This design comes from an exercise in tuning for small area, a short achievable clock period and few clock cycles per item on the open sky130 flow, not from production work.
The RTL was checked by simulation tests, not by an equivalence proof against the original design.
Power figures rest on the tool's default switching activity, not on a simulated workload.

==> inputs of try-indigo <==
Design strict_priority_packet_queue, start of the top module:
module strict_priority_packet_queue #(
    parameter int PRIORITY_LEVELS = spq_pkg::DEF_PRIORITY_LEVELS,
    parameter int QUEUE_DEPTH     = spq_pkg::DEF_QUEUE_DEPTH,
    parameter int TAG_WIDTH       = spq_pkg::DEF_TAG_WIDTH,
    parameter int MAX_SEND        = spq_pkg::DEF_MAX_SEND
) (
    input  logic i_clk,
    input  logic i_rst_n,
    input  logic i_s_axis_tvalid,
    output logic o_s_axis_tready,
    input  logic [((spq_pkg::PRIO_W+TAG_WIDTH+spq_pkg::SEND_W+7)/8)*8-1:0] i_s_axis_tdata,
    input  logic i_s_axis_tuser,
    output logic o_m_axis_tvalid,
    input  logic i_m_axis_tready,
    output logic [((TAG_WIDTH+spq_pkg::PRIO_W+7)/8)*8-1:0] o_m_axis_tdata,
    output logic o_m_axis_tlast,
    input  logic                        i_cfg_wr_en,
    input  logic [spq_pkg::QLEN_W-1:0]  i_cfg_wr_data
);
clock: 6.5 ns
lec_check: 0
abc_area: 1
cap_margin: 20
core_margin: 2
core_utilization: 60
cts_cluster_diameter: 60
cts_cluster_size: 30
setup_slack_margin: 3.0
slew_margin: 20
run.sh (not shown) runs the stock make flow with config.mk's settings and CLKGATE_MAP_FILE= SYNTH_SCRIPT=/design/flow/synth_recipe.tcl, a recipe that flattens the netlist after the stock synthesis.
==> try-umber: changes against try-indigo <==
--- a/flow/design.v
+++ b/flow/design.v
@@ -115,24 +115,26 @@
     logic [LVL_W-1:0]      r_sk_lvl;
     logic [PAY_W-1:0]      r_sk_pay;
     logic                  r_c_act;
     logic                  r_c_setup;     
     logic                  r_c_setup2;    
     logic [SLOT_W-1:0]     r_c_head;
     logic [CNT_W-1:0]      r_c_cnt;       
     logic [CNT_W-1:0]      r_c_drop;      
-    logic [SLOT_W-1:0]     r_c_src;
+    logic [SLOT_W-1:0]     r_c_save;      
     logic [SLOT_W-1:0]     r_c_dst;
     logic [SLOT_W-1:0]     r_c_rd;        
     logic                  r_c_tag;       
     logic                  r_c_pend;
     logic [TAG_WIDTH-1:0]  r_c_data;
     logic [SENDS-1:0]      r_snd_v;
     logic [W_W-1:0]        r_snd_n [SENDS];
+    logic [SENDS-1:0]      r_snd_wp;
+    logic [SENDS-1:0]      r_snd_rp;
     logic                  r_out_valid;
     logic [TAG_WIDTH-1:0]  r_out_tag;
     logic [spq_pkg::PRIO_W-1:0] r_out_prio;
     logic                  r_out_last;
     logic [LEVELS-1:0] live;         
     logic [LEVELS-1:0] curm;         
     logic [LEVELS-1:0] penm;         
     logic [LEVELS-1:0] live_above;   
@@ -161,27 +163,33 @@
             rd_oh[l] = rmask[l] && ((rmask >> (l + 1)) == '0);
             if (rmask[l]) begin
                 rd_lvl = LVL_W'(l);
             end
         end
     end
     logic [CNT_W-1:0]  it_cnt;
     logic [SLOT_W-1:0] it_tail;
+    logic [SLOT_W-1:0] it_rdp;
+    logic [CNT_W-1:0]  it_pc;
     logic              it_full;
     logic              it_cmp;
     always_comb begin
         it_cnt  = '0;
         it_tail = '0;
+        it_rdp  = '0;
+        it_pc   = '0;
         it_full = 1'b0;
         it_cmp  = 1'b0;
         for (int l = 0; l < LEVELS; l++) begin
             if (r_it_lvl[l]) begin
                 it_cnt  = it_cnt  | r_count[l];
                 it_tail = it_tail | r_tail[l];
+                it_rdp  = it_rdp  | r_rdp[l];
+                it_pc   = it_pc   | r_pc[l];
             end
         end
         it_full = (r_it_lvl & full) != '0;
         it_cmp  = (r_it_lvl & cmp) != '0;
     end
     logic it_rcv, it_snd;
     assign it_rcv = r_it_v && !r_it_send && !r_c_act;
     assign it_snd = r_it_v &&  r_it_send && !r_c_act;
@@ -192,22 +200,27 @@
     assign rcv_app    = it_rcv && !it_cmp && !it_full;
     assign rcv_cmp_go = it_rcv && it_cmp;
     assign c_setup    = r_c_act && r_c_setup;
     assign c_keep     = (r_c_cnt >> 1) + CNT_W'(1);
     logic [W_W-1:0]  snd_n;             
     logic            snd_wait;
     logic            snd_go;
     assign snd_n    = (TOT_W'(it_w) <= r_above[0]) ? it_w : W_W'(r_above[0]);
-    assign snd_wait = (!cur_empty && ((penm & live_above) != '0)) || r_snd_v[SENDS-1];
+    assign snd_wait = (!cur_empty && ((penm & live_above) != '0)) || (r_snd_v == '1);
     assign snd_go   = it_snd && (snd_n != '0) && !snd_wait;
     logic rd_go;
     logic rd_last;
     assign rd_go   = (rmask != '0) && !r_c_act && (!r_out_valid || i_m_axis_tready);
-    assign rd_last = (r_snd_n[0] == W_W'(1));
+    always_comb begin
+        rd_last = 1'b0;
+        for (int k = 0; k < SENDS; k++) begin
+            rd_last = rd_last || (r_snd_rp[k] && (r_snd_n[k] == W_W'(1)));
+        end
+    end
     logic it_done;
     always_comb begin
         it_done = 1'b0;
         if (r_c_act) begin
             it_done = !r_c_setup && !r_c_setup2 && (r_c_rd == '0) && !(r_c_pend && r_c_tag);
         end else if (r_it_v && !r_it_send) begin
             it_done = rcv_app || (it_cmp && (it_cnt == CNT_W'(1)));
         end else if (r_it_v) begin
@@ -227,17 +240,17 @@
         ram_wr_en   = it_rcv && !it_full;
         ram_wr_data = it_tag;
         if (r_c_act) begin
             ram_wr_en   = !r_c_setup && !r_c_setup2 && (r_c_pend || ((r_c_rd == '0) && r_c_tag));
             ram_wr_data = r_c_pend ? r_c_data : it_tag;
         end
         for (int l = 0; l < LEVELS; l++) begin
             ram_wr_slot[l]   = r_c_act ? r_c_dst : r_tail[l];
-            ram_rd_slot[l]   = (r_c_act && r_it_lvl[l]) ? r_c_src : r_rdp[l];
+            ram_rd_slot[l]   = r_rdp[l];
             ram_rd_lvl_oh[l] = r_c_act ? r_it_lvl[l] : rd_oh[l];
         end
     end
     spq_tag_ram #(
         .DATA_W (TAG_WIDTH),
         .LEVELS (LEVELS),
         .SLOTS  (SLOTS)
     ) u_tag_ram (
@@ -252,60 +265,75 @@
     );
     logic [CNT_W-1:0]  n_count [LEVELS];
     logic [CNT_W-1:0]  n_cur   [LEVELS];
     logic [CNT_W-1:0]  n_pc    [LEVELS];
     logic [TOT_W-1:0]  n_above [LEVELS];
     logic [TOT_W-1:0]  left    [LEVELS];    
     logic [TOT_W-1:0]  diff    [LEVELS];
     logic              borrow  [LEVELS];
+    logic              reach   [LEVELS];
     logic [TOT_W-1:0]  above_sub;
     assign above_sub = r_it_send ? TOT_W'(it_w) : (r_c_act ? TOT_W'(r_c_drop) : '1);
     logic [CNT_W-1:0]  rd_dec  [LEVELS];
     logic [CNT_W-1:0]  cnt_rcv [LEVELS];
+    logic [CNT_W-1:0]  app_cnt, app_pc, c_pc;
+    logic [SLOT_W-1:0] app_tail, c_tail;
+    assign app_cnt  = it_cnt + CNT_W'(1);
+    assign app_pc   = it_pc + CNT_W'(1);
+    assign app_tail = ring_inc(it_tail);
+    assign c_pc     = it_pc - r_c_drop;
+    assign c_tail   = ring_sub(it_tail, r_c_drop);
+    logic [SLOT_W-1:0] c_src_next;
+    assign c_src_next = ring_add(it_rdp, CNT_W'(2));
     always_comb begin
         for (int l = 0; l < LEVELS; l++) begin
             {borrow[l], diff[l]} = {1'b0, r_above[l]} - {1'b0, above_sub};
+        end
+    end
+    always_comb begin
+        for (int l = 0; l < LEVELS; l++) begin
             left[l]   = (r_it_send && borrow[l]) ? '0 : diff[l];
             rd_dec[l] = CNT_W'(rd_go && rd_oh[l]);
             cnt_rcv[l] = r_count[l];
             n_pc[l]    = r_pc[l];
             if (rcv_app && r_it_lvl[l]) begin
-                cnt_rcv[l] = r_count[l] + CNT_W'(1);
-                n_pc[l]    = r_pc[l] + CNT_W'(1);
+                cnt_rcv[l] = app_cnt;
+                n_pc[l]    = app_pc;
             end
             if (c_setup && r_it_lvl[l]) begin
                 cnt_rcv[l] = c_keep;
-                n_pc[l]    = r_pc[l] - r_c_drop;
+                n_pc[l]    = c_pc;
             end
             n_cur[l] = (cur_empty ? r_pc[l] - r_count[l] : r_cur[l]) - rd_dec[l];
             if (cur_empty) begin
                 n_pc[l] = snd_go ? r_count[l] : cnt_rcv[l];
             end
             n_count[l] = cnt_rcv[l];
             n_above[l] = r_above[l];
+            if (l == LEVELS - 1) begin
+                reach[l] = (it_w != '0);
+            end else begin
+                reach[l] = borrow[l+1];
+            end
             if (snd_go) begin
                 n_above[l] = left[l];
-                if (left[l] < TOT_W'(r_count[l])) begin
+                if (reach[l]) begin
                     n_count[l] = CNT_W'(left[l]);
                 end
             end
             if ((rcv_app || c_setup) && ((r_it_lvl >> l) != '0)) begin
                 n_above[l] = left[l];
             end
         end
     end
     logic [SLOT_W-1:0] c_head;
     assign c_head = ring_sub(it_tail, r_c_cnt);
-    logic             snd_pop;
-    logic [SENDS-1:0] after_pop;
-    logic [SENDS-1:0] push_at;
-    assign snd_pop   = rd_go && rd_last;
-    assign after_pop = snd_pop ? (r_snd_v >> 1) : r_snd_v;
-    assign push_at   = after_pop ^ {after_pop[SENDS-2:0], 1'b1};
+    logic snd_pop;
+    assign snd_pop = rd_go && rd_last;
     logic in_xfer;
     assign in_xfer = i_s_axis_tvalid && !r_sk_v;
     assign it_tag = r_it_pay[TAG_WIDTH-1:0];
     assign it_lim = r_it_pay[TAG_WIDTH +: spq_pkg::QLEN_W];
     assign it_w   = r_it_pay[W_W-1:0];
     logic [W_W-1:0]   in_w;
     logic [PAY_W-1:0] in_pay;
     assign in_pay = (i_s_axis_tuser == spq_pkg::ACT_SEND)
@@ -319,16 +347,18 @@
         if (!i_rst_n) begin
             r_max_len   <= spq_pkg::QLEN_RESET;
             r_it_v      <= 1'b0;
             r_sk_v      <= 1'b0;
             r_c_act     <= 1'b0;
             r_c_setup   <= 1'b0;
             r_c_setup2  <= 1'b0;
             r_snd_v     <= '0;
+            r_snd_wp    <= SENDS'(1);
+            r_snd_rp    <= SENDS'(1);
             r_out_valid <= 1'b0;
             for (int l = 0; l < LEVELS; l++) begin
                 r_count[l] <= '0;
                 r_cur[l]   <= '0;
                 r_pc[l]    <= '0;
                 r_above[l] <= '0;
                 r_rdp[l]   <= '0;
                 r_tail[l]  <= '0;
@@ -358,24 +388,33 @@
                 r_sk_pay  <= in_pay;
             end
             for (int l = 0; l < LEVELS; l++) begin
                 r_count[l] <= n_count[l];
                 r_cur[l]   <= n_cur[l];
                 r_pc[l]    <= n_pc[l];
                 r_above[l] <= n_above[l];
                 if (rcv_app && r_it_lvl[l]) begin
-                    r_tail[l] <= ring_inc(r_tail[l]);
+                    r_tail[l] <= app_tail;
                 end
                 if (c_setup && r_it_lvl[l]) begin
-                    r_tail[l] <= ring_sub(r_tail[l], r_c_drop);
+                    r_tail[l] <= c_tail;
                 end
                 if (rd_go && rd_oh[l]) begin
                     r_rdp[l] <= ring_inc(r_rdp[l]);
                 end
+                if (r_c_act && r_it_lvl[l]) begin
+                    if (r_c_setup2) begin
+                        r_rdp[l] <= ring_add(r_c_head, CNT_W'(2));
+                    end else if (it_done) begin
+                        r_rdp[l] <= r_c_save;
+                    end else if (!r_c_setup && (r_c_rd != '0)) begin
+                        r_rdp[l] <= c_src_next;
+                    end
+                end
             end
             if (rcv_cmp_go && (it_cnt != CNT_W'(1))) begin
                 r_c_act   <= 1'b1;
                 r_c_setup <= 1'b1;
                 r_c_cnt   <= it_cnt;
                 r_c_drop  <= (it_cnt - CNT_W'(1)) >> 1;
                 r_c_pend  <= 1'b0;
             end
@@ -383,46 +422,50 @@
                 r_c_setup  <= 1'b0;
                 r_c_setup2 <= 1'b1;
                 r_c_head   <= c_head;
                 r_c_rd     <= SLOT_W'(r_c_drop);
                 r_c_tag    <= !r_c_cnt[0];
             end
             if (r_c_act && r_c_setup2) begin
                 r_c_setup2 <= 1'b0;
-                r_c_src    <= ring_add(r_c_head, CNT_W'(2));
+                r_c_save   <= it_rdp;
                 r_c_dst    <= ring_inc(r_c_head);
             end
             if (r_c_act && !r_c_setup && !r_c_setup2) begin
                 r_c_pend <= r_c_rd != '0;
                 if (r_c_rd != '0) begin
                     r_c_data <= ram_rd_data;
-                    r_c_src  <= ring_add(r_c_src, CNT_W'(2));
                     r_c_rd   <= r_c_rd - SLOT_W'(1);
                 end
                 if (ram_wr_en) begin
                     r_c_dst  <= ring_inc(r_c_dst);
                 end
                 if (it_done) begin
                     r_c_act  <= 1'b0;
                 end
             end
-            r_snd_v <= (snd_go) ? (after_pop | push_at) : after_pop;
             for (int k = 0; k < SENDS; k++) begin
-                if (snd_pop) begin
-                    if (k < SENDS - 1) begin
-                        r_snd_n[k] <= r_snd_n[k+1];
-                    end
-                end else if (k == 0 && rd_go) begin
-                    r_snd_n[0] <= r_snd_n[0] - W_W'(1);
-                end
-                if (snd_go && push_at[k]) begin
+                if (snd_go && r_snd_wp[k]) begin
+                    r_snd_v[k] <= 1'b1;
                     r_snd_n[k] <= snd_n;
+                end else if (rd_go && r_snd_rp[k]) begin
+                    if (rd_last) begin
+                        r_snd_v[k] <= 1'b0;
+                    end else begin
+                        r_snd_n[k] <= r_snd_n[k] - W_W'(1);
+                    end
                 end
             end
+            if (snd_go) begin
+                r_snd_wp <= {r_snd_wp[SENDS-2:0], r_snd_wp[SENDS-1]};
+            end
+            if (snd_pop) begin
+                r_snd_rp <= {r_snd_rp[SENDS-2:0], r_snd_rp[SENDS-1]};
+            end
             if (rd_go) begin
                 r_out_valid <= 1'b1;
             end else if (i_m_axis_tready) begin
                 r_out_valid <= 1'b0;
             end
         end
     end
     always_ff @(posedge i_clk) begin
Settings changed: SETUP_SLACK_MARGIN 3.0 to 3.2.
==> impl_metrics.py <==
metrics = {
    "pwr": {
        "clkPwrFrac_pct": 21.2,
        "power_leakage_nw": 42.03,
        "pg_comb_w": 0.0199,
    },
    "synthesis": {
        "ys_seq_area_share_pct": 68.38,
    },
    "global_route": {
        "antenna_found_initial": 11,
    },
    "outcome": {
        "outcome": "timing/DRC/antenna clean",
    },
    "placed_design": {
        "place_inst": 10830,
    },
    "finish": {
        "fin_util_pct": 70.28,
    },
}
the above is filed under try-umber

==> impl_metrics.py <==
metrics = {
    "outcome": {
        "outcome": "timing/DRC/antenna clean",
    },
    "global_route": {
        "antenna_found_initial": 7,
    },
    "placed_design": {
        "place_inst": 11890,
    },
    "worst_hold_path": {
        "hold_class": "register to register",
    },
    "finish": {
        "largestClassByArea": "registers",
        "fin_util_pct": 67.74,
    },
    "pwr": {
        "clkPwrFrac_pct": 20.6,
        "power_leakage_nw": 44.21,
        "pg_comb_w": 0.0217,
    },
}
the above is filed under try-indigo

Testbench counts of try-indigo, summed over its fixed seeds: cycles 5,021, items 4,800.
Testbench counts of try-umber, summed over its fixed seeds: cycles 5,021, items 4,800.

## separate check: timing with driven ports
In the flow no input, the clock included, has a driving cell. The finished layouts below were timed again as built, in two steps.
Step 1 sets driving cells, clkbuf_16 on the clock port and buf_2 on the other inputs (assumed; they add their load-dependent delay and slew).
Step 2 also shifts input and output timing later by t, the mid clock arrival at the registers, as if the neighbouring blocks saw the same clock.
Slacks: no drivers / after step 1 / after step 2; pairs: no drivers / after step 1.
run | t (ns) | slack for setup (ns) | worst slew at a driven data input, ns
try-indigo | 0.925 | 3.020 / 3.017 / 2.498 | 0.05
try-umber | 0.909 | 3.177 / 3.170 / 2.551 | 0.05
After both steps every run listed still meets setup and hold. For try-umber, which loses most, drivers alone change the setup slack by -0.007 ns; drivers and shift together by -0.626 ns.
